Source: an optimization exercise on an open RTL-to-GDS flow (aim: small area, a short achievable clock period and few clock cycles per item). Production flows keep margins and buffers that such runs may drop. RTL that was checked went through simulation tests only; none was proved equivalent to the original. Function not checked in run 3: the RTL went through the layout flow alone. Power is estimated from default activity; no workload was simulated.

**flow/flow/run.sh**
```bash
#!/bin/bash
# Own layout flow: the standard flow (standard.sh: the standard synthesis
# and ORFS steps, unchanged) with one ORFS setting passed through the
# environment: BUFFER_PORTS_ARGS makes every port buffer a
# sky130_fd_sc_hd__buf_1 cell instead of the default delay buffer
# (clkdlybuf4s50_1), which is larger and slower. Every input and output port
# is still buffered; the clock period and constraints are the standard flow's.
# The make/ORFS output goes to standard_flow.log; each ORFS step keeps its own
# log under orfs/logs/.
set -euo pipefail
export BUFFER_PORTS_ARGS="-buffer_cell sky130_fd_sc_hd__buf_1"
bash standard.sh > standard_flow.log 2>&1
```
**flow/standard.sh**
```bash
#!/bin/bash
# synth_recipe.tcl (not shown) runs the flow's synth.tcl, then flattens the netlist and writes it again
# the make line also repeats each setting of config.mk as NAME=value (left out here)
make -C /OpenROAD-flow-scripts/flow DESIGN_CONFIG=/design/flow/config.mk WORK_HOME=/design/flow/orfs CLKGATE_MAP_FILE= SYNTH_SCRIPT=/design/flow/synth_recipe.tcl "${@:-finish}"
```
**flow/config.mk**
```make
export PLATFORM = sky130hd
export DESIGN_NAME = incubator_setpoint_and_alarm_supervisor
export DESIGN_NICKNAME = incubator_setpoint_and_alarm_supervisor
export VERILOG_FILES = /design/flow/design.v
export SDC_FILE = /design/flow/constraint.sdc
export NUM_CORES = 4
export LEC_CHECK = 0
export CAP_MARGIN = 20
export CORE_MARGIN = 2
export CORE_UTILIZATION = 60
export SETUP_SLACK_MARGIN = 4.0
export SLEW_MARGIN = 20
```
**flow/constraint.sdc**
```tcl
create_clock -name core_clock -period 8.0 [get_ports {clk}]
set_input_delay 1.6000 -clock core_clock [delete_from_list [all_inputs] [get_ports {clk}]]
set_output_delay 1.6000 -clock core_clock [all_outputs]
set_load 0.01 [all_outputs]
```
**flow/design.v**
```verilog
package isas_pkg;
  localparam int TEMP_W   = 12;
  localparam int HOST_W   = 15;
  localparam int SECS_W   = 32;
  localparam int MS_W     = 11;
  localparam int TICKMS_W = 10;
  localparam int BAND_W   = 9;
  localparam int CNT16_W  = 16;
  localparam int ERR_W    = 12;
  localparam int BEST_W   = 14;
  localparam int ALU_W    = 33;
  localparam int APB_AW   = 5;
  localparam int APB_DW   = 32;
  localparam logic [1:0] MODE_IDLE  = 2'd0;
  localparam logic [1:0] MODE_RUN   = 2'd1;
  localparam logic [1:0] MODE_SET   = 2'd2;
  localparam logic [1:0] MODE_ALARM = 2'd3;
  localparam logic [1:0] OP_TICK      = 2'd0;
  localparam logic [1:0] OP_KEY       = 2'd1;
  localparam logic [1:0] OP_HOST_SET  = 2'd2;
  localparam logic [1:0] OP_HOST_STOP = 2'd3;
  localparam logic [1:0] REPLY_NONE   = 2'd0;
  localparam logic [1:0] REPLY_ACCEPT = 2'd1;
  localparam logic [1:0] REPLY_RANGE  = 2'd2;
  localparam logic [3:0] KEY_DIGIT_MAX = 4'd9;
  localparam logic [3:0] KEY_STAR      = 4'd10;
  localparam logic [3:0] KEY_HASH      = 4'd11;
  localparam logic [2:0] CFG_IDX_BAND    = 3'd0;
  localparam logic [2:0] CFG_IDX_MIN     = 3'd1;
  localparam logic [2:0] CFG_IDX_MAX     = 3'd2;
  localparam logic [2:0] CFG_IDX_DEFAULT = 3'd3;
  localparam logic [2:0] CFG_IDX_STARTUP = 3'd4;
  localparam logic [2:0] CFG_IDX_STUCK   = 3'd5;
  localparam logic [2:0] CFG_IDX_TICKMS  = 3'd6;
  localparam logic [MS_W-1:0] MS_PER_SEC = 11'd1000;
  localparam logic [BAND_W-1:0]   BAND_RST    = 9'd20;
  localparam logic [TEMP_W-1:0]   MIN_RST     = 12'd200;
  localparam logic [TEMP_W-1:0]   MAX_RST     = 12'd600;
  localparam logic [TEMP_W-1:0]   DEFAULT_RST = 12'd370;
  localparam logic [CNT16_W-1:0]  STARTUP_RST = 16'd3000;
  localparam logic [CNT16_W-1:0]  STUCK_RST   = 16'd300;
  localparam logic [TICKMS_W-1:0] TICKMS_RST  = 10'd200;
  typedef logic signed [TEMP_W-1:0] temp_t;
  typedef struct packed {
    logic [BAND_W-1:0]   alarm_band;
    temp_t               min_target;
    temp_t               max_target;
    temp_t               default_target;
    logic [CNT16_W-1:0]  startup_ticks;
    logic [CNT16_W-1:0]  stuck_ticks;
    logic [TICKMS_W-1:0] tick_ms;
    logic                load_default;
  } cfg_regs_t;
  typedef struct packed {
    logic             sub;
    logic [ALU_W-1:0] a;
    logic [ALU_W-1:0] b;
  } alu_req_t;
  typedef struct packed {
    logic [ALU_W-1:0] sum;
    logic             neg;
  } alu_rsp_t;
endpackage
import isas_pkg::*;
module isas_cfg (
  input  logic              clk,
  input  logic              rst_n,
  input  logic              psel,
  input  logic              penable,
  input  logic              pwrite,
  input  logic [isas_pkg::APB_AW-1:0] paddr,
  input  logic [isas_pkg::APB_DW-1:0] pwdata,
  output logic [isas_pkg::APB_DW-1:0] prdata,
  output logic              pready,
  output isas_pkg::cfg_regs_t         cfg
);
  logic [BAND_W-1:0]   band_r;
  logic [TEMP_W-1:0]   min_r;
  logic [TEMP_W-1:0]   max_r;
  logic [TEMP_W-1:0]   default_r;
  logic [CNT16_W-1:0]  startup_r;
  logic [CNT16_W-1:0]  stuck_r;
  logic [TICKMS_W-1:0] tickms_r;
  logic                wr;
  logic                load_r;
  logic [2:0]          idx;
  assign pready = 1'b1;
  assign wr     = psel && penable && pwrite;
  assign idx    = paddr[4:2];
  always_ff @(posedge clk) begin
    load_r <= rst_n && wr && (idx == CFG_IDX_DEFAULT);
  end
  always_ff @(posedge clk) begin
    if (!rst_n) begin
      band_r    <= BAND_RST;
      min_r     <= MIN_RST;
      max_r     <= MAX_RST;
      default_r <= DEFAULT_RST;
      startup_r <= STARTUP_RST;
      stuck_r   <= STUCK_RST;
      tickms_r  <= TICKMS_RST;
    end else if (wr) begin
      unique case (idx)
        CFG_IDX_BAND:    band_r    <= pwdata[BAND_W-1:0];
        CFG_IDX_MIN:     min_r     <= pwdata[TEMP_W-1:0];
        CFG_IDX_MAX:     max_r     <= pwdata[TEMP_W-1:0];
        CFG_IDX_DEFAULT: default_r <= pwdata[TEMP_W-1:0];
        CFG_IDX_STARTUP: startup_r <= pwdata[CNT16_W-1:0];
        CFG_IDX_STUCK:   stuck_r   <= pwdata[CNT16_W-1:0];
        CFG_IDX_TICKMS:  tickms_r  <= pwdata[TICKMS_W-1:0];
        default: ;
      endcase
    end
  end
  logic [CNT16_W-1:0] rd_sel;
  logic [CNT16_W-1:0] rdata_r;
  always_comb begin
    rd_sel = '0;
    unique case (idx)
      CFG_IDX_BAND:    rd_sel = CNT16_W'(band_r);
      CFG_IDX_MIN:     rd_sel = CNT16_W'(min_r);
      CFG_IDX_MAX:     rd_sel = CNT16_W'(max_r);
      CFG_IDX_DEFAULT: rd_sel = CNT16_W'(default_r);
      CFG_IDX_STARTUP: rd_sel = startup_r;
      CFG_IDX_STUCK:   rd_sel = stuck_r;
      CFG_IDX_TICKMS:  rd_sel = CNT16_W'(tickms_r);
      default:         rd_sel = '0;
    endcase
  end
  always_ff @(posedge clk) begin
    rdata_r <= rd_sel;
  end
  assign prdata = APB_DW'(rdata_r);
  assign cfg.alarm_band     = band_r;
  assign cfg.min_target     = min_r;
  assign cfg.max_target     = max_r;
  assign cfg.default_target = default_r;
  assign cfg.startup_ticks  = startup_r;
  assign cfg.stuck_ticks    = stuck_r;
  assign cfg.tick_ms        = tickms_r;
  assign cfg.load_default   = load_r;
endmodule
import isas_pkg::*;
module incubator_setpoint_and_alarm_supervisor #(
  parameter int MAX_DIGITS = 4
) (
  input  logic              clk,
  input  logic              rst_n,
  input  logic              in_valid,
  output logic              in_ready,
  input  logic [1:0]        in_opcode,
  input  logic [isas_pkg::TEMP_W-1:0] in_measured_temp,
  input  logic [3:0]        in_key_code,
  input  logic [isas_pkg::HOST_W-1:0] in_host_target,
  output logic              out_valid,
  input  logic              out_ready,
  output logic [1:0]        out_mode,
  output logic              out_buzzer_on,
  output logic [isas_pkg::TEMP_W-1:0] out_target_temp,
  output logic [isas_pkg::SECS_W-1:0] out_run_seconds,
  output logic              out_control_active,
  output logic              out_controller_reset,
  output logic              out_drive_stop,
  output logic [1:0]        out_host_reply,
  input  logic              cfg_psel,
  input  logic              cfg_penable,
  input  logic              cfg_pwrite,
  input  logic [isas_pkg::APB_AW-1:0] cfg_paddr,
  input  logic [isas_pkg::APB_DW-1:0] cfg_pwdata,
  output logic [isas_pkg::APB_DW-1:0] cfg_prdata,
  output logic              cfg_pready
);
  localparam int BST_W = 12;    
  isas_pkg::cfg_regs_t cfg;
  logic              s1_v;
  logic [1:0]        s1_op;
  logic [TEMP_W-1:0] s1_data;
  logic              s1_ok;
  logic              h_ok;
  logic [TEMP_W-1:0] t_eff;
  logic [TEMP_W:0]   i_mt, i_tm;
  logic [TEMP_W-1:0] i_err;
  logic              s1_prep;
  logic              s1_kh, s1_ks, s1_kd;   
  logic              need_prep;
  logic [HOST_W-1:0] rng_val;
  logic              in_fire;
  logic              adv;
  logic [1:0]          mode_r,   mode_nxt;
  logic [TEMP_W-1:0]   target_r, target_nxt;
  logic [2:0]          count_r,  count_nxt;
  logic [13:0]         kv_r,     kv_nxt;
  logic [3:0]          div_step_r;
  logic [3:0]          div_rem_r;
  logic                div_start;
  logic                busy;
  logic [CNT16_W-1:0]  blank_r,  blank_nxt;
  logic [BST_W-1:0]    best_r,   best_nxt;
  logic [CNT16_W-1:0]  nogain_r, nogain_nxt;
  logic                buzzer_r, buzzer_nxt;
  logic [9:0]          millis_r, millis_nxt;
  logic [SECS_W-1:0]   secs_r,   secs_nxt;
  logic                active_r, active_nxt;
  logic                pid_r,    pid_nxt;
  logic                stop_r,   stop_nxt;
  logic [1:0]          reply_r,  reply_nxt;
  logic                out_valid_r;
  isas_cfg u_cfg (
    .clk     (clk),
    .rst_n   (rst_n),
    .psel    (cfg_psel),
    .penable (cfg_penable),
    .pwrite  (cfg_pwrite),
    .paddr   (cfg_paddr),
    .pwdata  (cfg_pwdata),
    .prdata  (cfg_prdata),
    .pready  (cfg_pready),
    .cfg     (cfg)
  );
  assign busy      = (div_step_r != 4'd0);
  assign need_prep = s1_v && s1_kh && !s1_prep && (mode_r == MODE_SET);
  assign adv       = s1_v && !busy && !need_prep && (!out_valid_r || out_ready);
  assign in_ready  = !s1_v || adv;
  assign in_fire   = in_valid && in_ready;
  assign rng_val = need_prep ? HOST_W'(kval) : in_host_target;
  assign h_ok = ($signed(rng_val) >= $signed(cfg.min_target)) &&
                ($signed(rng_val) <= $signed(cfg.max_target));
  assign t_eff = (s1_v && s1_ok) ? s1_data : target_r;
  assign i_mt  = {in_measured_temp[TEMP_W-1], in_measured_temp} - {t_eff[TEMP_W-1], t_eff};
  assign i_tm  = {t_eff[TEMP_W-1], t_eff} - {in_measured_temp[TEMP_W-1], in_measured_temp};
  assign i_err = i_mt[TEMP_W] ? i_tm[TEMP_W-1:0] : i_mt[TEMP_W-1:0];
  always_ff @(posedge clk) begin
    if (!rst_n) begin
      s1_v <= 1'b0;
    end else if (in_fire) begin
      s1_v <= 1'b1;
    end else if (adv) begin
      s1_v <= 1'b0;
    end
  end
  always_ff @(posedge clk) begin
    if (need_prep && !busy) begin
      s1_prep <= 1'b1;
      s1_ok   <= h_ok && (count_r != 3'd0);
      s1_data <= kval[TEMP_W-1:0];
    end else if (in_fire) begin
      s1_op   <= in_opcode;
      s1_ok   <= h_ok && (in_opcode == OP_HOST_SET);
      s1_prep <= 1'b0;
      s1_kh   <= (in_opcode == OP_KEY) && (in_key_code == KEY_HASH);
      s1_ks   <= (in_opcode == OP_KEY) && (in_key_code == KEY_STAR);
      s1_kd   <= (in_opcode == OP_KEY) && (in_key_code <= KEY_DIGIT_MAX);
      if (in_opcode == OP_TICK) begin
        s1_data <= i_err;
      end else if (in_opcode[1]) begin
        s1_data <= in_host_target[TEMP_W-1:0];
      end else begin
        s1_data <= {8'd0, in_key_code};
      end
    end
  end
  logic              run_like;
  logic [TEMP_W-1:0] err;
  logic              blanking;
  logic              in_band;
  logic              better;
  logic              stuck_inc;
  logic [16:0]       nogain_p1;
  logic [10:0]       ms_sum;
  logic              ms_c1, ms_c2;
  logic [10:0]       ms_new;
  logic [11:0]       ms_s1, ms_s2;
  logic [SECS_W-1:1] secs_hi_p1;
  logic              secs_cy;
  logic [SECS_W-1:0] secs_tick;
  logic [3:0]        key;
  logic [13:0]       kval;
  logic [13:0]       kv_x10;
  logic [9:0]        kv10;      
  assign run_like = (mode_r == MODE_RUN) || (mode_r == MODE_ALARM);
  assign err = s1_data;
  assign blanking  = blank_r < cfg.startup_ticks;
  assign in_band   = err <= BST_W'(cfg.alarm_band);
  assign better    = (best_r == '0) || (err < best_r);
  assign nogain_p1 = {1'b0, nogain_r} + 17'd1;
  assign stuck_inc = nogain_p1 >= {1'b0, cfg.stuck_ticks};
  assign ms_sum = {1'b0, millis_r} + {1'b0, cfg.tick_ms};
  assign ms_s1  = {2'b0, millis_r} + {2'b0, cfg.tick_ms} - 12'd1000;
  assign ms_s2  = {2'b0, millis_r} + {2'b0, cfg.tick_ms} - 12'd2000;
  assign ms_c1  = !ms_s1[11];
  assign ms_c2  = !ms_s2[11];
  assign ms_new = ms_c2 ? ms_s2[10:0] : ms_c1 ? ms_s1[10:0] : ms_sum;
  assign secs_hi_p1 = secs_r[SECS_W-1:1] + 31'd1;
  assign secs_cy    = ms_c2 || (ms_c1 && secs_r[0]);
  assign secs_tick  = {secs_cy ? secs_hi_p1 : secs_r[SECS_W-1:1], secs_r[0] ^ (ms_c1 && !ms_c2)};
  assign key = s1_data[3:0];
  assign kv_x10 = (14'(kv_r[9:0]) << 3) + (14'(kv_r[9:0]) << 1) + 14'(key);
  assign kv10   = (10'(kv_r[6:0]) << 3) + (10'(kv_r[6:0]) << 1);
  assign kval   = (count_r < 3'd3) ? 14'(kv10) : kv_r;
  always_comb begin
    mode_nxt   = mode_r;
    target_nxt = target_r;
    count_nxt  = count_r;
    kv_nxt     = kv_r;
    div_start  = 1'b0;
    blank_nxt  = blank_r;
    best_nxt   = best_r;
    nogain_nxt = nogain_r;
    buzzer_nxt = buzzer_r;
    millis_nxt = millis_r;
    secs_nxt   = secs_r;
    active_nxt = 1'b0;
    pid_nxt    = 1'b0;
    stop_nxt   = 1'b0;
    reply_nxt  = REPLY_NONE;
    unique case (s1_op)
      OP_TICK: begin
        if (!run_like) begin
          buzzer_nxt = 1'b0;
        end else begin
          active_nxt = 1'b1;
          if (blanking) begin
            buzzer_nxt = 1'b0;
            blank_nxt  = blank_r + 16'd1;
          end else if (in_band) begin
            buzzer_nxt = 1'b0;
            nogain_nxt = '0;
            best_nxt   = '0;
            mode_nxt   = MODE_RUN;
          end else if (better) begin
            best_nxt   = err;
            nogain_nxt = '0;
            if (cfg.stuck_ticks == '0) begin
              mode_nxt   = MODE_ALARM;
              buzzer_nxt = 1'b1;
            end
          end else begin
            if (!nogain_p1[16]) begin
              nogain_nxt = nogain_p1[15:0];
            end
            if (stuck_inc) begin
              mode_nxt   = MODE_ALARM;
              buzzer_nxt = 1'b1;
            end
          end
          millis_nxt = ms_new[9:0];
          secs_nxt   = secs_tick;
        end
      end
      OP_KEY: begin
        if (s1_ks) begin
          if (mode_r == MODE_SET) begin
            if (count_r != 3'd0) begin
              count_nxt = count_r - 3'd1;
              div_start = 1'b1;
            end
          end else begin
            mode_nxt  = MODE_SET;
            count_nxt = 3'd0;
            kv_nxt    = '0;
          end
        end else if (s1_kh) begin
          secs_nxt   = '0;
          millis_nxt = '0;
          if (mode_r == MODE_RUN) begin
            mode_nxt = MODE_IDLE;
            stop_nxt = 1'b1;
          end else begin
            if (mode_r == MODE_SET) begin
              if (s1_ok) begin
                target_nxt = s1_data;
              end
              count_nxt = 3'd0;
              pid_nxt   = 1'b1;
            end
            mode_nxt   = MODE_RUN;
            blank_nxt  = '0;
            best_nxt   = '0;
            nogain_nxt = '0;
            buzzer_nxt = 1'b0;
          end
        end else if (mode_r == MODE_SET && s1_kd &&
                     count_r < 3'(MAX_DIGITS)) begin
          kv_nxt    = kv_x10;
          count_nxt = count_r + 3'd1;
        end
      end
      OP_HOST_SET: begin
        if (s1_ok) begin
          target_nxt = s1_data;
          pid_nxt    = 1'b1;
          reply_nxt  = REPLY_ACCEPT;
          if (mode_r != MODE_RUN) begin
            mode_nxt = MODE_RUN;
            secs_nxt = '0;
          end
        end else begin
          reply_nxt = REPLY_RANGE;
        end
      end
      default: begin
        mode_nxt   = MODE_IDLE;
        stop_nxt   = 1'b1;
        secs_nxt   = '0;
        millis_nxt = '0;
        reply_nxt  = REPLY_ACCEPT;
      end
    endcase
  end
  always_ff @(posedge clk) begin
    if (!rst_n) begin
      mode_r      <= MODE_IDLE;
      target_r    <= DEFAULT_RST;
      blank_r     <= '0;
      best_r      <= '0;
      nogain_r    <= '0;
      buzzer_r    <= 1'b0;
      millis_r    <= '0;
      secs_r      <= '0;
      out_valid_r <= 1'b0;
    end else begin
      if (adv) begin
        mode_r      <= mode_nxt;
        blank_r     <= blank_nxt;
        best_r      <= best_nxt;
        nogain_r    <= nogain_nxt;
        buzzer_r    <= buzzer_nxt;
        millis_r    <= millis_nxt;
        secs_r      <= secs_nxt;
      end
      if (cfg.load_default) begin
        target_r <= cfg.default_target;   
      end else if (adv) begin
        target_r <= target_nxt;
      end
      if (adv) begin
        out_valid_r <= 1'b1;
      end else if (out_ready) begin
        out_valid_r <= 1'b0;
      end
    end
  end
  logic [4:0] div_r5;
  logic       div_q;
  assign div_r5 = {div_rem_r, kv_r[13]};
  assign div_q  = (div_r5 >= 5'd10);
  always_ff @(posedge clk) begin
    if (!rst_n) begin
      div_step_r <= 4'd0;
    end else if (adv && div_start) begin
      div_step_r <= 4'd14;
    end else if (busy) begin
      div_step_r <= div_step_r - 4'd1;
    end
  end
  always_ff @(posedge clk) begin
    if (adv) begin
      div_rem_r <= 4'd0;
    end else if (busy) begin
      div_rem_r <= div_q ? 4'(div_r5 - 5'd10) : div_r5[3:0];
    end
    if (adv) begin
      kv_r <= kv_nxt;
    end else if (busy) begin
      kv_r <= {kv_r[12:0], div_q};
    end
  end
  always_ff @(posedge clk) begin
    if (adv) begin
      count_r  <= count_nxt;
      active_r <= active_nxt;
      pid_r    <= pid_nxt;
      stop_r   <= stop_nxt;
      reply_r  <= reply_nxt;
    end
  end
  assign out_valid            = out_valid_r;
  assign out_mode             = mode_r;
  assign out_buzzer_on        = buzzer_r;
  assign out_target_temp      = target_r;
  assign out_run_seconds      = secs_r;
  assign out_control_active   = active_r;
  assign out_controller_reset = pid_r;
  assign out_drive_stop       = stop_r;
  assign out_host_reply       = reply_r;
endmodule
```
==> summary.txt, run 1 <==
----------------------------------------------------
[Logic synthesis]
  Adder-cell share of the synthesized area ... 0.1223
  Multiplexer fraction of the synthesized cell area ... 0.05023
  Area fraction in compound gates after synthesis ... 0.1870
  Sequential element share of the synthesized area ... 0.3286
  Gate count after technology mapping ... 2008
  Distinct cell type count of the synthesized netlist ... 92
  Combinational family with the most area after synthesis ... simple AND/OR/NAND/NOR gates
  Post-Synth Simple-Gate Area ... 0.2089
  Per-instance average area after synthesis ... 8.373 µm²
  Leading register cell type out of synthesis ... sky130_fd_sc_hd__dfxtp_1
  Xor and xnor area share after synthesis ... 0.03944
  Async SR Flop Fraction ... 0
  Syn Std Cell Area ... 16810 µm²
  Count of flip-flops with a built-in enable after synthesis ... 40
  YS warnings ... 2
  Number of flip-flops and latches in the synthesized netlist ... 256

[Setup path]
  Worst reg-to-reg setup slack ... 3.99 ns
  Most used cell, CP ... sky130_fd_sc_hd__nand2_1
  Slowest stage delay, CP ... 0.43 ns
  CP Depth ... 19
  Required time at the worst-slack endpoint ... 8.36 ns
  Launch point of the worst reg-to-reg path ... kv_r[0]
  Kind of cell adding the most delay to the critical path ... compound AO/OA/AOI/OAI gates
  CP Class ... reg -> reg
  Critical path, cell by cell ... ha_1 -> fa_1 -> nand3_1 -> nand2_1 -> a21oi_1 -> nor2_1 -> xnor2_1 -> o21ai_2 -> nand2_1 -> nand2_1 -> ha_1 -> a21o_1 -> a21oi_1 -> nor2b_1 -> o21ai_0 -> nand2b_1 -> a2111oi_1 -> a222oi_1 -> nor4_1
  Worst R2R Path Depth ... 19
  Largest driver fanout on the critical path ... 2
  Buffer and inverter count on the worst path ... 0
  Sort of element at the start of the critical path ... flop
  Worst flop-to-flop path endpoint ... s1_ok
  Setup crit end kind ... flop
  CP Data Arrival Time ... 4.38 ns
  Crit-path slowest cell ... sky130_fd_sc_hd__fa_1

[Floorplanning]
  Io pins ... 164
  Die footprint ... 29380 µm²
  Chip height ... 171.4 µm
  Number of placement rows ... 61
  Horiz. Die Dim ... 171.4 µm
  Initial core utilization ... 0.6068
  Core region area ... 27710 µm²

[CTS]
  Clock tree from TritonCTS ... yes
  Clock Latency Late Sink ... 0.55 ns
  Number of buffers created by CTS ... 29
  Clk slew on worst S/H paths ... 0.06 ns
  Number of clock sinks ... 256
  H-tree level count ... 1
  Maximum count of clock buffers along a single path ... 3
  Root Buffer Master ... sky130_fd_sc_hd__clkbuf_16

[Detailed routing]
  Routed via count ... 15080
  Average detailed-routed wire length per instance ... 19.21 µm
  Total routed wirelength ... 48210 µm
  First-pass iteration count of the detailed router ... 5
  Detail Route Antenna Nets ... 0
  Post-detailed-route DRC marker count ... 0
  Vias per cell ... 6.011
  Violation count after the first detailed-routing iteration ... 1150

[Global route]
  Overall routing resource usage ... 0.3227
  Wire length of the first global-routing pass ... 75020 µm
  Initial antenna violation count ... 0
  Leftover overflow at the end of global routing ... 0
  Number of global-route vias before repair ... 13960
  Pin count of the biggest net entering global routing ... 64

[Hold path]
  Start point of the worst min-delay path ... millis_r[2]
  Tightest Hold Check Type ... reg -> reg
  Depth of the worst hold-timing path ... 2
  Worst-case hold path end point ... millis_r[2]

[Pwr]
  Static Leak ... 7.392 nW
  Power density over the cells ... 220.7 nW/µm²
  Worst vdd rail ir drop ... 0.2757 mV

[Place]
  Buffers on Ports ... 128
  Final RePlAce weighted congestion ... 0.9348
  Post-detailed-placement half-perimeter wirelength ... 35360 µm
  Number of placed instances, taps included ... 2441

[STA]
  Hold violation total from the final report ... 0
  Post-route clock skew ... 0.007805 ns
  Crit path time final ... 4.012 ns
  Slew @ Worst Pin ... 1.112 ns
  Number of pins with negative max-slew slack in the final report ... 0
  RSZ-0062 raised after global routing ... yes
  Final clock period utilization by the worst path ... 0.5014
  Headroom to the max-slew limit ... 0.2531
  Max Clock Freq ... 249.3 MHz
  Endpoints failing setup ... 0
  Total negative setup slack ... 0 ns

[Cells and area]
  Layout area overhead ... 11.33%
  Layout cell share with drive strength beyond 1 ... 0.07555
  Final std cells w/o fill ... 2509
  Antenna diode count ... 0
  NumNets Final ... 2346

[Job]
  Count of maximum capacitance violations ... 0

[Run status]
  Result of the run ... timing/DRC/antenna clean

----------------------------------------------------
-- how the worst max path moves through the flow --
stage | startpoint | end | slack, ns
after floorplan | in_measured_temp[0] | s1_data[9] | 4.03
after global placement | in_measured_temp[2] | s1_data[7] | 3.19
after detailed placement | in_measured_temp[2] | s1_data[6] | 3.37
after CTS | u_cfg.tickms_r[0] | secs_r[22] | 4.01
after global routing | kv_r[2] | s1_ok | 3.74
final | kv_r[0] | s1_ok | 3.99
-- logic make-up after synthesis --
family | Yosys count
compound gates | 468
xor+xnor | 74
fa+ha+maj | 159
buf+inv | 260
flops | 256
mux | 78
other cells | 2
simple gates | 711
-- Yosys cell counts (all sizes together), types with 10 or more instances --
cell type	n	area, µm²
a211oi	11	87.58
a21boi	73	548.0
a21o	27	202.7
a21oi	93	476.7
a221oi	11	96.34
a22oi	13	97.59
a31oi	15	93.84
and2	17	106.4
and3	21	131.4
and4	10	87.58
buf	30	195.2
clkbuf	74	277.8
dfxtp	216	4324
edfxtp	40	1201
ha	150	1877
inv	155	581.8
mux2	11	123.9
mux2i	63	630.6
nand2	281	1055
nand2b	30	187.7
nand3	74	370.4
nand4	31	200.2
nor2	111	416.7
nor2b	39	244.0
nor3	20	105.1
nor4	28	231.5
o211ai	29	217.7
o21a	17	127.6
o21ai	110	554.3
o31ai	15	117.6
or3	15	98.84
xnor2	49	444.2
xor2	25	219.0
-- per-layer routing --
layer  share of wire  track usage  routed length (µm)  up-vias
met2            0.45       0.5245               21910      510
met5               0            0                   0        -
met3           0.060      0.03014                2892      112
met4           0.036       0.1080                1754        0
met1            0.45       0.4516               21650     7166
li1                -            -                   -     7293
-- metrics by stage --
step           utilization  setup slack (ns)  hold slack (ns)  area, µm²  power [mW]
2_1_floorplan            -             4.034           0.4318      16870       2.421
3_3_place_gp        0.6309             3.193           0.4444      17480       2.714
3_5_place_dp        0.6315             3.368           0.4470      17500       2.759
4_1_cts             0.6696             4.009           0.4633      18550       4.109
5_1_grt             0.6756             3.738           0.4747      18720       4.332
6_report            0.6756             3.988           0.4709      18720       4.130
-- tightest hold or removal path, cell delays in order (launching register included) --
cell and delay (ns):
sky130_fd_sc_hd__dfxtp_1 0.31, sky130_fd_sc_hd__nand2_1 0.05, sky130_fd_sc_hd__a21boi_0 0.06
-- what timing repair did --
action / in CTS / in global routing
setup endpoints to repair: 32 / 53
setup buffers: 8 / 6
hold buffers: 0 / 0
pin swaps: 3 / 9
resized for setup: 16 / 19
cloned: 2 / 0
-- layout by cell type (no fill, tap or decap), types with 14 or more instances in the layout --
master / count
sky130_fd_sc_hd__conb_1: 17
sky130_fd_sc_hd__nand2_1: 280
sky130_fd_sc_hd__a21boi_0: 64
sky130_fd_sc_hd__and3_1: 21
sky130_fd_sc_hd__xnor2_1: 47
sky130_fd_sc_hd__nand4_1: 30
sky130_fd_sc_hd__xor2_1: 25
sky130_fd_sc_hd__nor3_1: 18
sky130_fd_sc_hd__nor2_1: 109
sky130_fd_sc_hd__buf_1: 124
sky130_fd_sc_hd__o21ai_0: 100
sky130_fd_sc_hd__mux2i_1: 62
sky130_fd_sc_hd__nand2b_1: 29
sky130_fd_sc_hd__a21o_1: 27
sky130_fd_sc_hd__nand3_1: 74
sky130_fd_sc_hd__a31oi_1: 15
sky130_fd_sc_hd__o31ai_1: 14
sky130_fd_sc_hd__nor4_1: 19
sky130_fd_sc_hd__inv_1: 152
sky130_fd_sc_hd__ha_1: 150
sky130_fd_sc_hd__nor2b_1: 38
sky130_fd_sc_hd__and2_1: 17
sky130_fd_sc_hd__clkbuf_16: 29
sky130_fd_sc_hd__o21a_1: 17
sky130_fd_sc_hd__buf_4: 27
sky130_fd_sc_hd__o211ai_1: 29
sky130_fd_sc_hd__a21oi_1: 88
sky130_fd_sc_hd__edfxtp_1: 40
sky130_fd_sc_hd__dfxtp_1: 216
-- area by class of cell --
cell class | count | area (µm²)
inverter | 156 | 585.6
multi-input combinational | 1508 | 10480
tap | 378 | 473.0
timing repair buffer | 159 | 738.2
sequential | 256 | 5525
clock inverter | 16 | 137.6
clock buffer | 36 | 782.0
fill | 2402 | 8987
-- power breakdown --
part	leakage (nW)	switching (mW)	internal [mW]
Combinational	4.81	0.782	0.513
Clock	0.450	0.554	0.755
Sequential	2.13	0.0919	1.44
-- sequential cells by signal, indices dropped and copies added (netlist names), 10 cells and up --
register         flops
secs_r              32
blank_r             16
nogain_r            16
u_cfg.rdata_r       16
u_cfg.startup_r     16
u_cfg.stuck_r       16
kv_r                14
best_r              12
s1_data             12
target_r            12
u_cfg.default_r     12
u_cfg.max_r         12
u_cfg.min_r         12
millis_r            10
u_cfg.tickms_r      10
Testbench counts, summed over its fixed seeds: cycles 20,550, items 20,000.
==> inputs of run 2 (changes only) <==
--- a/flow/config.mk
+++ b/flow/config.mk
@@ -8,5 +8,5 @@
 export CAP_MARGIN = 20
 export CORE_MARGIN = 2
 export CORE_UTILIZATION = 60
-export SETUP_SLACK_MARGIN = 4.0
+export SETUP_SLACK_MARGIN = 4.6
 export SLEW_MARGIN = 20
==> summary.txt, run 2 <==
----------------------------------------------------
[Run status]
  Result of the run ... timing/DRC/antenna clean (unchanged)

[Logic synthesis]
  Number of flip-flops and latches in the synthesized netlist ... 256 (unchanged)
  Sequential element share of the synthesized area ... 0.3286 (unchanged)
  Count of flip-flops with a built-in enable after synthesis ... 40 (unchanged)
  Leading register cell type out of synthesis ... sky130_fd_sc_hd__dfxtp_1 (unchanged)
  Gate count after technology mapping ... 2008 (unchanged)
  Cell taking the most area after synthesis ... sky130_fd_sc_hd__dfxtp_1 (unchanged)
  Most used standard cells in the synthesized netlist ... sky130_fd_sc_hd__nand2_1, sky130_fd_sc_hd__dfxtp_1, sky130_fd_sc_hd__inv_1, sky130_fd_sc_hd__ha_1, sky130_fd_sc_hd__nor2_1 (unchanged)
  Share of the synthesized area in the top cell type ... 0.2572 (unchanged)
  Distinct cell type count of the synthesized netlist ... 92 (unchanged)
  Per-instance average area after synthesis ... 8.373 µm² (unchanged)
  Cell with the most instances after synthesis ... sky130_fd_sc_hd__nand2_1 (unchanged)
  Top cells by area in the synthesized netlist ... sky130_fd_sc_hd__dfxtp_1, sky130_fd_sc_hd__ha_1, sky130_fd_sc_hd__edfxtp_1 (unchanged)
  Syn Std Cell Area ... 16810 µm² (unchanged)
  YS warnings ... 2 (unchanged)
  Async SR Flop Fraction ... 0 (unchanged)

[Global route]
  Leftover overflow at the end of global routing ... 0 (unchanged)
  Pin count of the biggest net entering global routing ... 80 (was 64)
  Number of global-route vias before repair ... 13950 (was 13960)
  Wire length of the first global-routing pass ... 75680 µm (was 75020 µm)
  Overall routing resource usage ... 0.3270 (was 0.3227)
  Initial antenna violation count ... 0 (unchanged)

[Detailed routing]
  Detail Route Antenna Nets ... 0 (unchanged)
  Vias per cell ... 6.016 (was 6.011)
  Total routed wirelength ... 50630 µm (was 48210 µm)
  Average detailed-routed wire length per instance ... 19.67 µm (was 19.21 µm)
  Violation count after the first detailed-routing iteration ... 1248 (was 1150)
  First-pass iteration count of the detailed router ... 5 (unchanged)
  Post-detailed-route DRC marker count ... 0 (unchanged)
  Routed via count ... 15480 (was 15080)

[Place]
  Area of placed instances ... 17520 µm² (was 17500 µm²)
  Buffers on Ports ... 128 (unchanged)
  Final RePlAce weighted congestion ... 0.9345 (was 0.9348)
  Post-detailed-placement half-perimeter wirelength ... 34540 µm (was 35360 µm)

[CTS]
  Number of buffers created by CTS ... 29 (unchanged)
  Clock Latency Late Sink ... 0.56 ns (was 0.55 ns)
  Clock tree from TritonCTS ... yes (unchanged)
  Number of clock sinks ... 256 (unchanged)
  Root Buffer Master ... sky130_fd_sc_hd__clkbuf_16 (unchanged)
  Clk slew on worst S/H paths ... 0.06 ns (about the same)
  Maximum count of clock buffers along a single path ... 3 (unchanged)
  H-tree level count ... 1 (unchanged)

[STA]
  Total negative setup slack ... 0 ns (unchanged)
  Hold violation total from the final report ... 0 (unchanged)
  Max Clock Freq ... 260.6 MHz (was 249.3 MHz)
  Headroom to the max-slew limit ... 0.2419 (was 0.2531)
  Endpoints failing setup ... 0 (unchanged)
  Crit path time final ... 3.837 ns (was 4.012 ns)
  Slew @ Worst Pin ... 1.128 ns (was 1.112 ns)
  Post-route clock skew ... 0.02064 ns (was 0.007805 ns)
  Final clock period utilization by the worst path ... 0.4796 (was 0.5014)
  Number of pins with negative max-slew slack in the final report ... 0 (unchanged)
  RSZ-0062 raised after global routing ... yes (unchanged)

[Pwr]
  Worst vdd rail ir drop ... 0.3271 mV (was 0.2757 mV)
  Static Leak ... 7.820 nW (was 7.392 nW)
  Power density over the cells ... 223.2 nW/µm² (was 220.7 nW/µm²)

[Cells and area]
  NumNets Final ... 2410 (was 2346)
  Antenna diode count ... 0 (unchanged)
  Max FFs per register ... 32 (unchanged)
  Final non-filler cell area ... 19870 µm² (was 18720 µm²)
  Layout cell share with drive strength beyond 1 ... 0.1393 (was 0.07555)
  Most used cells in the layout excluding fill and tap cells ... sky130_fd_sc_hd__nand2_1, sky130_fd_sc_hd__dfxtp_1, sky130_fd_sc_hd__inv_1 (unchanged)
  Register with the most flip-flops ... secs_r (unchanged)
  Layout area overhead ... 18.17% (was 11.33%)
  Most common cell after layout, fill and taps aside ... sky130_fd_sc_hd__nand2_1 (unchanged)

[Setup path]
  Required time at the worst-slack endpoint ... 6.40 ns (was 8.36 ns)
  Slowest stage delay, CP ... 0.17 ns (was 0.43 ns)
  Crit-path slowest cell ... sky130_fd_sc_hd__buf_6 (was sky130_fd_sc_hd__fa_1)
  CP Data Arrival Time ... 2.24 ns (was 4.38 ns)
  Largest driver fanout on the critical path ... 2 (unchanged)
  Worst R2R Path Depth ... 20 (was 19)
  CP Class ... in -> out (was reg -> reg)
  Sort of element at the start of the critical path ... primary input (was flop)
  Setup crit end kind ... primary output (was flop)
  Most used cell, CP ... sky130_fd_sc_hd__buf_6 (was sky130_fd_sc_hd__nand2_1)
  Critical path, cell by cell ... buf_1 -> nand2b_4 -> nand4_1 -> buf_6 -> nand2_4 -> buf_6 (was ha_1 -> fa_1 -> nand3_1 -> nand2_1 -> a21oi_1 -> nor2_1 -> xnor2_1 -> o21ai_2 -> nand2_1 -> nand2_1 -> ha_1 -> a21o_1 -> a21oi_1 -> nor2b_1 -> o21ai_0 -> nand2b_1 -> a2111oi_1 -> a222oi_1 -> nor4_1)

[Floorplanning]
  Horiz. Die Dim ... 171.4 µm (unchanged)
  Core region area ... 27710 µm² (unchanged)
  Die footprint ... 29380 µm² (unchanged)
  Initial core utilization ... 0.6068 (unchanged)
  Io pins ... 164 (unchanged)
  Chip height ... 171.4 µm (unchanged)
  Number of placement rows ... 61 (unchanged)

[Hold path]
  Tightest Hold Check Type ... reg -> reg (unchanged)
  Depth of the worst hold-timing path ... 2 (unchanged)

[Job]
  Count of maximum capacitance violations ... 0 (unchanged)

----------------------------------------------------
run 2: cell count changes in the layout (fill, tap and decap cells not counted), moves of 6 or more:
cell / change
sky130_fd_sc_hd__buf_4: +36
sky130_fd_sc_hd__buf_6: +24
sky130_fd_sc_hd__ha_1: -13
sky130_fd_sc_hd__ha_2: +7
sky130_fd_sc_hd__ha_4: +6
sky130_fd_sc_hd__inv_1: -6
sky130_fd_sc_hd__nand2_1: -10
sky130_fd_sc_hd__nand2_2: +7
sky130_fd_sc_hd__o21ai_0: -16
sky130_fd_sc_hd__o21ai_1: +13
run 2: worst paths after layout:
check | startpoint | endpoint | slack, ns
setup / recovery | out_ready | in_ready | 4.16
hold reg to reg | u_cfg.min_r[4] | u_cfg.min_r[4] | 0.47
hold / removal | u_cfg.min_r[4] | u_cfg.min_r[4] | 0.47
setup reg to reg | kv_r[1] | s1_ok | 4.42
run 2: stage by stage:
stage | cells | utilization | worst slack, ns | hold WS [ns] | power [mW]
4_1_cts | 2539 | 0.6905 | 4.179 | 0.4663 | 4.222
3_3_place_gp | 2437 | 0.6323 | 3.542 | 0.4429 | 2.721
3_5_place_dp | 2437 | 0.6323 | 3.505 | 0.4535 | 2.754
2_1_floorplan | 2023 | - | 4.207 | 0.4318 | 2.436
6_report | 2574 | 0.7171 | 4.163 | 0.4697 | 4.435
5_1_grt | 2574 | 0.7171 | 4.091 | 0.4989 | 4.637
run 2: layout make-up:
type / instances / area [µm²]
multi-input cells: 1511 / 10990
fillers: 2163 / 7839
flip-flops and latches: 256 / 5534
repair buffers: 220 / 1341
clock buffers: 40 / 828.3
inverters: 156 / 604.3
well taps: 378 / 473.0
clock inverters: 13 / 95.09
run 2: cells by family after synthesis:
| logic type | share of synthesized area |
|---|---|
| AND/OR/NAND/NOR | 0.2089 |
| AO/OA/AOI/OAI | 0.1870 |
| buffers and inverters | 0.06296 |
| flip-flops | 0.3286 |
| adder cells (fa/ha/maj) | 0.1223 |
| multiplexers | 0.05023 |
| XOR/XNOR | 0.03944 |
| other | 0.0004467 |
run 2: what timing repair did:
| action | CTS | global route |
|---|---|---|
| buffers inserted | 46 | 32 |
| hold buffers | 0 | 0 |
| gates resized for setup | 75 | 102 |
| endpoints found under the hold margin | 0 | 0 |
| pin swaps | 28 | 45 |
| gates cloned | 3 | 3 |
| endpoints found under the setup margin | 120 | 121 |
run 2: critical path, delay by kind of cell:
kind | cells | cell delay [ns]
buffers and inverters | 3 | 0.33
AND/OR/NAND/NOR | 3 | 0.30
run 2: per-layer routing:
metal / track usage / vias up / share of wire
met5: 0 / - / 0
met4: 0.1164 / 0 / 0.041
li1: - / 7414 / -
met2: 0.5200 / 523 / 0.46
met3: 0.03705 / 125 / 0.062
met1: 0.4601 / 7422 / 0.44
run 2: report_power, final:
part           internal [mW]  switching (mW)
Clock                  0.753           0.555
Sequential              1.44          0.0978
Combinational          0.695           0.899
Total                   2.88            1.55
==> inputs of run 3 (changes only) <==
--- a/flow/design.v
+++ b/flow/design.v
@@ -90,27 +90,28 @@
   always_ff @(posedge clk) begin
     load_r <= rst_n && wr && (idx == CFG_IDX_DEFAULT);
   end
-  always_ff @(posedge clk) begin
-    if (!rst_n) begin
-      band_r    <= BAND_RST;
-      min_r     <= MIN_RST;
-      max_r     <= MAX_RST;
-      default_r <= DEFAULT_RST;
-      startup_r <= STARTUP_RST;
-      stuck_r   <= STUCK_RST;
-      tickms_r  <= TICKMS_RST;
-    end else if (wr) begin
-      unique case (idx)
-        CFG_IDX_BAND:    band_r    <= pwdata[BAND_W-1:0];
-        CFG_IDX_MIN:     min_r     <= pwdata[TEMP_W-1:0];
-        CFG_IDX_MAX:     max_r     <= pwdata[TEMP_W-1:0];
-        CFG_IDX_DEFAULT: default_r <= pwdata[TEMP_W-1:0];
-        CFG_IDX_STARTUP: startup_r <= pwdata[CNT16_W-1:0];
-        CFG_IDX_STUCK:   stuck_r   <= pwdata[CNT16_W-1:0];
-        CFG_IDX_TICKMS:  tickms_r  <= pwdata[TICKMS_W-1:0];
-        default: ;
-      endcase
+  logic [CNT16_W-1:0] wd0, wd1;
+  logic [7:0]         en;
+  assign wd0 = pwdata[CNT16_W-1:0] & {CNT16_W{rst_n}};
+  assign wd1 = pwdata[CNT16_W-1:0] | {CNT16_W{!rst_n}};
+  always_comb begin
+    for (int i = 0; i < 8; i++) begin
+      en[i] = !rst_n || (wr && (idx == 3'(i)));
+    end
+  end
+  function automatic logic [CNT16_W-1:0] rv(input logic [CNT16_W-1:0] rst_val);
+    for (int b = 0; b < CNT16_W; b++) begin
+      rv[b] = rst_val[b] ? wd1[b] : wd0[b];
     end
+  endfunction
+  always_ff @(posedge clk) begin
+    if (en[CFG_IDX_BAND])    band_r    <= BAND_W'(rv(CNT16_W'(BAND_RST)));
+    if (en[CFG_IDX_MIN])     min_r     <= TEMP_W'(rv(CNT16_W'(MIN_RST)));
+    if (en[CFG_IDX_MAX])     max_r     <= TEMP_W'(rv(CNT16_W'(MAX_RST)));
+    if (en[CFG_IDX_DEFAULT]) default_r <= TEMP_W'(rv(CNT16_W'(DEFAULT_RST)));
+    if (en[CFG_IDX_STARTUP]) startup_r <= rv(STARTUP_RST);
+    if (en[CFG_IDX_STUCK])   stuck_r   <= rv(STUCK_RST);
+    if (en[CFG_IDX_TICKMS])  tickms_r  <= TICKMS_W'(rv(CNT16_W'(TICKMS_RST)));
   end
   logic [CNT16_W-1:0] rd_sel;
   logic [CNT16_W-1:0] rdata_r;
==> summary.txt, run 3 <==
----------------------------------------------------
[Run status]
  Result of the run ... timing/DRC/antenna clean (unchanged)

[STA]
  Slew @ Worst Pin ... 1.158 ns (was 1.128 ns)
  Headroom to the max-slew limit ... 0.2236 (was 0.2419)
  Final clock period utilization by the worst path ... 0.4728 (was 0.4796)
  Hold violation total from the final report ... 0 (unchanged)
  Setup slack after layout ... 4.218 ns (was 4.163 ns)
  Number of pins with negative max-slew slack in the final report ... 0 (unchanged)
  Total negative setup slack ... 0 ns (unchanged)
  RSZ-0062 raised after global routing ... yes (unchanged)
  Post-route clock skew ... 0.009238 ns (was 0.02064 ns)
  Crit path time final ... 3.782 ns (was 3.837 ns)
  Endpoints failing setup ... 0 (unchanged)
  Max Clock Freq ... 264.4 MHz (was 260.6 MHz)

[CTS]
  Clock tree from TritonCTS ... yes (unchanged)
  Maximum count of clock buffers along a single path ... 3 (unchanged)
  Post-cts hold buffer count ... 0 (unchanged)
  H-tree level count ... 1 (unchanged)
  Number of buffers created by CTS ... 28 (was 29)
  Clk slew on worst S/H paths ... 0.06 ns (about the same)
  Root Buffer Master ... sky130_fd_sc_hd__clkbuf_16 (unchanged)
  Clock Latency Late Sink ... 0.55 ns (was 0.56 ns)
  Number of clock sinks ... 256 (unchanged)

[Logic synthesis]
  Leading register cell type out of synthesis ... sky130_fd_sc_hd__dfxtp_1 (unchanged)
  YS warnings ... 2 (unchanged)
  Sequential element share of the synthesized area ... 0.3877 (was 0.3286)
  Cell taking the most area after synthesis ... sky130_fd_sc_hd__edfxtp_1 (was sky130_fd_sc_hd__dfxtp_1)
  Most used standard cells in the synthesized netlist ... sky130_fd_sc_hd__ha_1, sky130_fd_sc_hd__inv_1, sky130_fd_sc_hd__a21oi_1, sky130_fd_sc_hd__nand2_1, sky130_fd_sc_hd__dfxtp_1 (was sky130_fd_sc_hd__nand2_1, sky130_fd_sc_hd__dfxtp_1, sky130_fd_sc_hd__inv_1, sky130_fd_sc_hd__ha_1, sky130_fd_sc_hd__nor2_1)
  Syn Std Cell Area ... 16500 µm² (was 16810 µm²)
  Async SR Flop Fraction ... 0 (unchanged)
  Top cells by area in the synthesized netlist ... sky130_fd_sc_hd__edfxtp_1, sky130_fd_sc_hd__dfxtp_1, sky130_fd_sc_hd__ha_1 (was sky130_fd_sc_hd__dfxtp_1, sky130_fd_sc_hd__ha_1, sky130_fd_sc_hd__edfxtp_1)
  Per-instance average area after synthesis ... 9.151 µm² (was 8.373 µm²)
  Count of flip-flops with a built-in enable after synthesis ... 127 (was 40)
  Number of flip-flops and latches in the synthesized netlist ... 256 (unchanged)
  Cell with the most instances after synthesis ... sky130_fd_sc_hd__ha_1 (was sky130_fd_sc_hd__nand2_1)
  Share of the synthesized area in the top cell type ... 0.2311 (was 0.2572)
  Gate count after technology mapping ... 1803 (was 2008)
  Distinct cell type count of the synthesized netlist ... 82 (was 92)

[Global route]
  Wire length of the first global-routing pass ... 73280 µm (was 75680 µm)
  Leftover overflow at the end of global routing ... 0 (unchanged)
  Overall routing resource usage ... 0.3211 (was 0.3270)
  Number of global-route vias before repair ... 13710 (was 13950)
  Pin count of the biggest net entering global routing ... 64 (was 80)
  Initial antenna violation count ... 0 (unchanged)

[Place]
  Area of placed instances ... 17360 µm² (was 17520 µm²)
  Post-detailed-placement half-perimeter wirelength ... 32750 µm (was 34540 µm)
  Buffers on Ports ... 128 (unchanged)
  Dpl ws ... 3.224 ns (was 3.505 ns)
  Final RePlAce weighted congestion ... 0.8775 (was 0.9345)

[Cells and area]
  Most common cell after layout, fill and taps aside ... sky130_fd_sc_hd__inv_1 (was sky130_fd_sc_hd__nand2_1)
  Register with the most flip-flops ... secs_r (unchanged)
  Antenna diode count ... 0 (unchanged)
  Most used cells in the layout excluding fill and tap cells ... sky130_fd_sc_hd__inv_1, sky130_fd_sc_hd__ha_1, sky130_fd_sc_hd__nand2_1 (was sky130_fd_sc_hd__nand2_1, sky130_fd_sc_hd__dfxtp_1, sky130_fd_sc_hd__inv_1)
  Layout area overhead ... 20.50% (was 18.17%)
  Layout cell share with drive strength beyond 1 ... 0.1688 (was 0.1393)
  NumNets Final ... 2211 (was 2410)
  Final non-filler cell area ... 19880 µm² (was 19870 µm²)
  Max FFs per register ... 32 (unchanged)

[Setup path]
  Largest driver fanout on the critical path ... 4 (was 2)
  Crit-path slowest cell ... sky130_fd_sc_hd__o2111ai_4 (was sky130_fd_sc_hd__buf_6)
  CP Class ... in -> out (unchanged)
  Most used cell, CP ... sky130_fd_sc_hd__buf_6 (unchanged)
  Sort of element at the start of the critical path ... primary input (unchanged)
  Critical path, cell by cell ... buf_6 -> nand2b_4 -> o2111ai_4 -> nand2_4 -> buf_6 (was buf_1 -> nand2b_4 -> nand4_1 -> buf_6 -> nand2_4 -> buf_6)
  Setup crit end kind ... primary output (unchanged)
  CP Data Arrival Time ... 2.18 ns (was 2.24 ns)
  Required time at the worst-slack endpoint ... 6.40 ns (about the same)
  Slowest stage delay, CP ... 0.16 ns (was 0.17 ns)

[Detailed routing]
  Vias per cell ... 6.243 (was 6.016)
  Routed via count ... 14600 (was 15480)
  Detail Route Antenna Nets ... 0 (unchanged)
  Post-detailed-route DRC marker count ... 0 (unchanged)
  Average detailed-routed wire length per instance ... 20.48 µm (was 19.67 µm)
  First-pass iteration count of the detailed router ... 6 (was 5)
  Total routed wirelength ... 47880 µm (was 50630 µm)
  Violation count after the first detailed-routing iteration ... 1299 (was 1248)

[Pwr]
  Worst vdd rail ir drop ... 0.3775 mV (was 0.3271 mV)
  Net switching power of the design ... 1.612 mW (was 1.551 mW)
  Internal power of the cells ... 2.997 mW (was 2.884 mW)
  Power density over the cells ... 231.8 nW/µm² (was 223.2 nW/µm²)
  Clock share of power ... 0.280 (was 0.295)
  Net switching share of the total power ... 0.3497 (was 0.3498)
  Portion of total power attributed to combinational logic ... 0.356 (was 0.359)
  Sequential fraction of design power ... 0.364 (was 0.346)
  Static Leak ... 7.870 nW (was 7.820 nW)

[Floorplanning]
  Die footprint ... 28840 µm² (was 29380 µm²)
  Core region area ... 26950 µm² (was 27710 µm²)
  Io pins ... 164 (unchanged)
  Horiz. Die Dim ... 169.8 µm (was 171.4 µm)
  Number of placement rows ... 60 (was 61)
  Initial core utilization ... 0.6122 (was 0.6068)
  Chip height ... 169.8 µm (was 171.4 µm)

[Hold path]
  Tightest Hold Check Type ... reg -> reg (unchanged)

[Job]
  Count of maximum capacitance violations ... 0 (unchanged)

----------------------------------------------------
-- run 3: layout make-up --
type                       count  area, µm²
sequential                   256       6416
multi-input combinational   1316      10140
fill                        1984       7069
timing repair inverter         1      5.005
tap                          341      426.7
clock inverter                11      98.84
inverter                     148      566.8
timing repair buffer         224       1418
clock buffer                  41      810.8
-- run 3: power by group through the flow --
stage          registers, mW  logic [mW]  clock network [mW]
6_report                1.68        1.64                1.29
5_1_grt                 1.69        1.79                1.34
4_1_cts                 1.67        1.49                1.30
3_5_place_dp            1.71        1.33                   0
3_3_place_gp            1.71        1.29                   0
2_1_floorplan           1.66        1.02                   0
-- run 3: worst max-delay path: cells and delay by family --
family                 cells  cell delay, ns
and+or+nand+nor            2            0.24
AOI/OAI and AO/OA          1            0.16
buffers and inverters      2            0.18
-- run 3: metal layers --
metal  part of all wire  track usage  wire, µm
met3              0.072      0.04349      3468
met1               0.44       0.4468     20850
met5                  0            0         0
met2               0.47       0.5299     22400
met4              0.024      0.08584      1161
-- run 3: what timing repair did --
action	in CTS	in global routing
gates resized for setup	95	113
endpoints found under the setup margin	123	127
endpoints found under the hold margin	0	0
pin swaps	48	53
buffers inserted	45	29
cloned	7	4
-- run 3: kinds of logic after synthesis --
group / count (synthesis) / synth area share
AOI/OAI and AO/OA: 454 / 0.1724
xor gates and xnor gates: 59 / 0.03132
adders and majority gates: 159 / 0.1247
buffers and inverters: 249 / 0.06226
DFF: 256 / 0.3877
muxes: 69 / 0.04588
other: 2 / 0.0004552
and+or+nand+nor: 555 / 0.1753
-- run 3: stage by stage --
step,util,hold slack (ns),power (mW),std cells
2_1_floorplan,-,0.4356,2.675,1818
3_3_place_gp,0.6437,0.4429,2.997,2201
3_5_place_dp,0.6440,0.4511,3.039,2201
4_1_cts,0.7096,0.4597,4.464,2305
5_1_grt,0.7377,0.4832,4.831,2338
6_report,0.7377,0.4596,4.609,2338
-- run 3: worst paths after layout --
check / startpoint / to / slack, ns / depth (start not counted)
max: out_ready / in_ready / 4.22 / 5
max reg2reg: u_cfg.tickms_r[1] / secs_r[18] / 4.39 / 14
min reg2reg: millis_r[2] / millis_r[2] / 0.46 / 2
min: millis_r[2] / millis_r[2] / 0.46 / 2
==> inputs of run 4 (changes only) <==
--- a/flow/design.v
+++ b/flow/design.v
@@ -186,6 +186,7 @@
   logic              need_prep;
   logic [HOST_W-1:0] rng_val;
   logic              in_fire;
+  logic              rdy_x_r, rdy_y_r;
   logic              adv;
   logic [1:0]          mode_r,   mode_nxt;
   logic [TEMP_W-1:0]   target_r, target_nxt;
@@ -221,8 +222,22 @@
   assign busy      = (div_step_r != 4'd0);
   assign need_prep = s1_v && s1_kh && !s1_prep && (mode_r == MODE_SET);
   assign adv       = s1_v && !busy && !need_prep && (!out_valid_r || out_ready);
-  assign in_ready  = !s1_v || adv;
+  assign in_ready  = rdy_x_r || (rdy_y_r && out_ready);
   assign in_fire   = in_valid && in_ready;
+  logic       s1_v_d, out_valid_d, s1_kh_d, s1_prep_d, busy_d, need_prep_d, rdy_b_d;
+  logic [1:0] mode_d;
+  assign s1_v_d      = rst_n && (in_fire || (s1_v && !adv));
+  assign out_valid_d = rst_n && (adv || (out_valid_r && !out_ready));
+  assign s1_kh_d     = in_fire ? ((in_opcode == OP_KEY) && (in_key_code == KEY_HASH)) : s1_kh;
+  assign s1_prep_d   = (need_prep && !busy) || (s1_prep && !in_fire);
+  assign busy_d      = rst_n && ((adv && div_start) || (div_step_r > 4'd1));
+  assign mode_d      = !rst_n ? MODE_IDLE : adv ? mode_nxt : mode_r;
+  assign need_prep_d = s1_v_d && s1_kh_d && !s1_prep_d && (mode_d == MODE_SET);
+  assign rdy_b_d     = !busy_d && !need_prep_d;
+  always_ff @(posedge clk) begin
+    rdy_x_r <= !s1_v_d || (rdy_b_d && !out_valid_d);
+    rdy_y_r <= rdy_b_d;
+  end
   assign rng_val = need_prep ? HOST_W'(kval) : in_host_target;
   assign h_ok = ($signed(rng_val) >= $signed(cfg.min_target)) &&
                 ($signed(rng_val) <= $signed(cfg.max_target));
--- a/flow/config.mk
+++ b/flow/config.mk
@@ -8,5 +8,5 @@
 export CAP_MARGIN = 20
 export CORE_MARGIN = 2
 export CORE_UTILIZATION = 60
-export SETUP_SLACK_MARGIN = 4.6
+export SETUP_SLACK_MARGIN = 4.2
 export SLEW_MARGIN = 20
==> summary.txt, run 4 <==
----------------------------------------------------
[Floorplanning]
  Number of placement rows ... 60 (unchanged)
  Io pins ... 164 (unchanged)
  Chip height ... 170.5 µm (was 169.8 µm)
  Core region area ... 27100 µm² (was 26950 µm²)
  Initial core utilization ... 0.6138 (was 0.6122)
  Die footprint ... 29070 µm² (was 28840 µm²)
  Horiz. Die Dim ... 170.5 µm (was 169.8 µm)

[CTS]
  Maximum count of clock buffers along a single path ... 3 (unchanged)
  Root Buffer Master ... sky130_fd_sc_hd__clkbuf_16 (unchanged)
  Clk slew on worst S/H paths ... 0.06 ns (about the same)
  Post-cts hold buffer count ... 0 (unchanged)
  Clock tree from TritonCTS ... yes (unchanged)
  Number of clock sinks ... 258 (was 256)
  Clock Latency Late Sink ... 0.55 ns (about the same)
  Number of buffers created by CTS ... 28 (unchanged)
  H-tree level count ... 1 (unchanged)

[Cells and area]
  Antenna diode count ... 0 (unchanged)
  Final core utilization ... 0.6956 (was 0.7377)
  Layout cell share with drive strength beyond 1 ... 0.09745 (was 0.1688)
  Final std cells w/o fill ... 2332 (was 2338)
  NumNets Final ... 2173 (was 2211)
  Max FFs per register ... 32 (unchanged)
  Register with the most flip-flops ... secs_r (unchanged)
  Most common cell after layout, fill and taps aside ... sky130_fd_sc_hd__nand2_1 (was sky130_fd_sc_hd__inv_1)
  Layout area overhead ... 13.34% (was 20.50%)
  Most used cells in the layout excluding fill and tap cells ... sky130_fd_sc_hd__nand2_1, sky130_fd_sc_hd__inv_1, sky130_fd_sc_hd__ha_1 (was sky130_fd_sc_hd__inv_1, sky130_fd_sc_hd__ha_1, sky130_fd_sc_hd__nand2_1)
  Final non-filler cell area ... 18850 µm² (was 19880 µm²)

[Logic synthesis]
  Per-instance average area after synthesis ... 9.241 µm² (was 9.151 µm²)
  Number of flip-flops and latches in the synthesized netlist ... 258 (was 256)
  Distinct cell type count of the synthesized netlist ... 87 (was 82)
  Async SR Flop Fraction ... 0 (unchanged)
  Cell taking the most area after synthesis ... sky130_fd_sc_hd__edfxtp_1 (unchanged)
  Top cells by area in the synthesized netlist ... sky130_fd_sc_hd__edfxtp_1, sky130_fd_sc_hd__dfxtp_1, sky130_fd_sc_hd__ha_1 (unchanged)
  Sequential element share of the synthesized area ... 0.3869 (was 0.3877)
  Count of flip-flops with a built-in enable after synthesis ... 127 (unchanged)
  Cell with the most instances after synthesis ... sky130_fd_sc_hd__nand2_1 (was sky130_fd_sc_hd__ha_1)
  Leading register cell type out of synthesis ... sky130_fd_sc_hd__dfxtp_1 (unchanged)
  Share of the synthesized area in the top cell type ... 0.2293 (was 0.2311)
  Most used standard cells in the synthesized netlist ... sky130_fd_sc_hd__nand2_1, sky130_fd_sc_hd__ha_1, sky130_fd_sc_hd__inv_1, sky130_fd_sc_hd__dfxtp_1, sky130_fd_sc_hd__edfxtp_1 (was sky130_fd_sc_hd__ha_1, sky130_fd_sc_hd__inv_1, sky130_fd_sc_hd__a21oi_1, sky130_fd_sc_hd__nand2_1, sky130_fd_sc_hd__dfxtp_1)
  Gate count after technology mapping ... 1800 (was 1803)
  YS warnings ... 2 (unchanged)
  Syn Std Cell Area ... 16630 µm² (was 16500 µm²)

[STA]
  Post-route clock skew ... 0.01026 ns (was 0.009238 ns)
  Total negative setup slack ... 0 ns (unchanged)
  Crit path time final ... 3.887 ns (was 3.782 ns)
  Number of pins with negative max-slew slack in the final report ... 0 (unchanged)
  Max Clock Freq ... 257.3 MHz (was 264.4 MHz)
  Hold slack ... 0.4702 ns (was 0.4596 ns)
  Endpoints failing setup ... 0 (unchanged)
  RSZ-0062 raised after global routing ... yes (unchanged)
  Hold violation total from the final report ... 0 (unchanged)
  Slew @ Worst Pin ... 1.016 ns (was 1.158 ns)
  Setup slack after layout ... 4.113 ns (was 4.218 ns)
  Final clock period utilization by the worst path ... 0.4858 (was 0.4728)
  Headroom to the max-slew limit ... 0.3174 (was 0.2236)

[Setup path]
  Largest driver fanout on the critical path ... 3 (was 4)
  Worst reg-to-reg setup slack ... 4.11 ns (was 4.39 ns)
  Required time at the worst-slack endpoint ... 8.28 ns (was 6.40 ns)
  Worst setup path start ... kv_r[2] (was out_ready)
  CP Class ... reg -> reg (was in -> out)
  Worst flop-to-flop path endpoint ... s1_ok (was secs_r[18])
  Sort of element at the start of the critical path ... flop (was primary input)
  Worst setup path end ... s1_ok (was in_ready)
  Worst R2R Path Depth ... 19 (was 14)
  Launch point of the worst reg-to-reg path ... kv_r[2] (was u_cfg.tickms_r[1])
  Setup crit end kind ... flop (was primary output)
  CP Data Arrival Time ... 4.17 ns (was 2.18 ns)

[Pwr]
  Total power of the final layout ... 3.376 mW (was 4.609 mW)
  Worst vdd rail ir drop ... 0.2334 mV (was 0.3775 mV)
  Power density over the cells ... 179.1 nW/µm² (was 231.8 nW/µm²)
  Static Leak ... 7.586 nW (was 7.870 nW)

[Place]
  Final RePlAce weighted congestion ... 0.9241 (was 0.8775)
  Buffers on Ports ... 128 (unchanged)
  Number of placed instances, taps included ... 2243 (was 2201)
  Post-detailed-placement half-perimeter wirelength ... 34710 µm (was 32750 µm)
  Dpl ws ... 3.573 ns (was 3.224 ns)
  Area of placed instances ... 17390 µm² (was 17360 µm²)

[Hold path]
  Start point of the worst min-delay path ... millis_r[2] (unchanged)
  Tightest Hold Check Type ... reg -> reg (unchanged)

[Run status]
  Result of the run ... timing/DRC/antenna clean (unchanged)

[Detailed routing]
  First-pass iteration count of the detailed router ... 5 (was 6)
  Detail Route Antenna Nets ... 0 (unchanged)
  Average detailed-routed wire length per instance ... 20.15 µm (was 20.48 µm)
  Total routed wirelength ... 46990 µm (was 47880 µm)
  Vias per cell ... 6.132 (was 6.243)
  Routed via count ... 14300 (was 14600)
  Violation count after the first detailed-routing iteration ... 1286 (was 1299)
  Post-detailed-route DRC marker count ... 0 (unchanged)

[Global route]
  Wire length of the first global-routing pass ... 72020 µm (was 73280 µm)
  Pin count of the biggest net entering global routing ... 62 (was 64)
  Overall routing resource usage ... 0.3160 (was 0.3211)
  Initial antenna violation count ... 1 (was 0)
  Leftover overflow at the end of global routing ... 0 (unchanged)
  Number of global-route vias before repair ... 13290 (was 13710)

[Job]
  Count of maximum capacitance violations ... 0 (unchanged)

----------------------------------------------------
## run 4: changes by cell type after synthesis, moves of 6 or more
cell / previous run / this run
sky130_fd_sc_hd__a21oi_1: 145 / 123
sky130_fd_sc_hd__a221oi_1: 8 / 14
sky130_fd_sc_hd__a31oi_1: 8 / 22
sky130_fd_sc_hd__and4_1: 3 / 11
sky130_fd_sc_hd__clkbuf_1: 68 / 57
sky130_fd_sc_hd__mux2i_1: 61 / 71
sky130_fd_sc_hd__nand2_1: 133 / 163
sky130_fd_sc_hd__nand2b_1: 37 / 24
sky130_fd_sc_hd__nand4_1: 28 / 22
sky130_fd_sc_hd__o21ai_0: 103 / 97
sky130_fd_sc_hd__o22ai_1: 17 / 5
sky130_fd_sc_hd__o31ai_1: 35 / 23
sky130_fd_sc_hd__or4_1: 22 / 12
## run 4: worst min path at each step
stage                  end  slack, ns  cells after the start
2_1_floorplan  millis_r[3]       0.43                      2
3_3_place_gp   millis_r[0]       0.44                      2
3_5_place_dp   millis_r[0]       0.45                      2
4_1_cts        millis_r[2]       0.47                      2
5_1_grt        millis_r[7]       0.49                      2
6_report       millis_r[2]       0.47                      2
## run 4: worst max-delay path, cell delays in order, from the launching register on
cell and delay (ns):
sky130_fd_sc_hd__edfxtp_1 0.40, sky130_fd_sc_hd__buf_4 0.18, sky130_fd_sc_hd__ha_1 0.22, sky130_fd_sc_hd__fa_1 0.38, sky130_fd_sc_hd__a31oi_2 0.21, sky130_fd_sc_hd__nor2b_1 0.07, sky130_fd_sc_hd__o21ai_1 0.14, sky130_fd_sc_hd__xor2_1 0.09
sky130_fd_sc_hd__o21ai_2 0.28, sky130_fd_sc_hd__nand2_1 0.12, sky130_fd_sc_hd__nand2_2 0.13, sky130_fd_sc_hd__ha_1 0.24, sky130_fd_sc_hd__a21o_1 0.18, sky130_fd_sc_hd__a21o_1 0.17, sky130_fd_sc_hd__a21oi_1 0.13, sky130_fd_sc_hd__nor2b_1 0.05
sky130_fd_sc_hd__o21ai_0 0.15, sky130_fd_sc_hd__a21oi_1 0.15, sky130_fd_sc_hd__o221ai_1 0.25, sky130_fd_sc_hd__a211oi_2 0.08
## run 4: layout make-up
type / instances / area (µm²)
clock inverters: 9 / 82.58
inverters: 148 / 555.5
clock buffers: 43 / 838.3
fillers: 2227 / 8249
flip-flops and latches: 258 / 6437
well taps: 372 / 465.4
multi-input cells: 1323 / 9577
repair buffers: 179 / 895.9
## run 4: cells by family after synthesis
group | count (synthesis) | share of synthesized area
simple gates | 570 | 0.1764
flops | 258 | 0.3869
fa+ha+maj | 158 | 0.1229
other cells | 2 | 0.0004515
mux | 79 | 0.05153
xor+xnor | 61 | 0.03212
compound gates | 434 | 0.1706
buf+inv | 238 | 0.05905
## run 4: repair_timing
| item | CTS | global route |
|---|---|---|
| pin swaps | 9 | 9 |
| gates cloned | 2 | 2 |
| gates resized for setup | 16 | 39 |
| setup buffers | 14 | 19 |
| setup endpoints to repair | 42 | 51 |
## run 4: metal layers
metal	track usage	vias to the layer above	routed length, µm
met5	0	-	13
met4	0.07581	2	1038
met3	0.04881	77	3323
met2	0.5047	485	21580
met1	0.4525	6944	21030
li1	-	6791	-
## run 4: power breakdown
part           switching, mW  leakage [nW]  internal [mW]
sequential            0.0658          2.30           1.46
clock                  0.538         0.448          0.753
combinational          0.337          4.84          0.220
total                  0.941          7.59           2.43
Testbench counts of run 4, summed over its fixed seeds: cycles 20,550, items 20,000.

==> re-timing with driven ports <==
The flow's constraints put no driver on any port. The routed layouts listed below were extracted and timed again, unchanged, in two steps.
Step 1 (the two cells are an assumption about what drives the block):
set clk [get_ports {clk}]
set_driving_cell -lib_cell sky130_fd_sc_hd__clkbuf_16 $clk
set_driving_cell -lib_cell sky130_fd_sc_hd__buf_2 [delete_from_list [all_inputs] $clk]
Step 2 also shifts input and output timing later by t, the mid clock arrival at the registers, as if the neighbouring blocks saw the same clock.
Three values: no drivers, after step 1, after step 2; two values: the first two.
run	t (ns)	setup slack, ns	latest minus earliest clock arrival (ns)
run 1	0.598	3.988 / 3.988 / 3.590	0.008 / 0.008
run 2	0.605	4.163 / 4.140 / 3.695	0.021 / 0.021
run 3	0.602	4.218 / 4.173 / 3.732	0.010 / 0.010
run 4	0.591	4.113 / 4.113 / 3.733	0.011 / 0.010
After both steps every run listed still meets setup and hold. The setup slack of run 3, which loses most, moves by -0.045 ns with the drivers and by -0.486 ns with both steps.
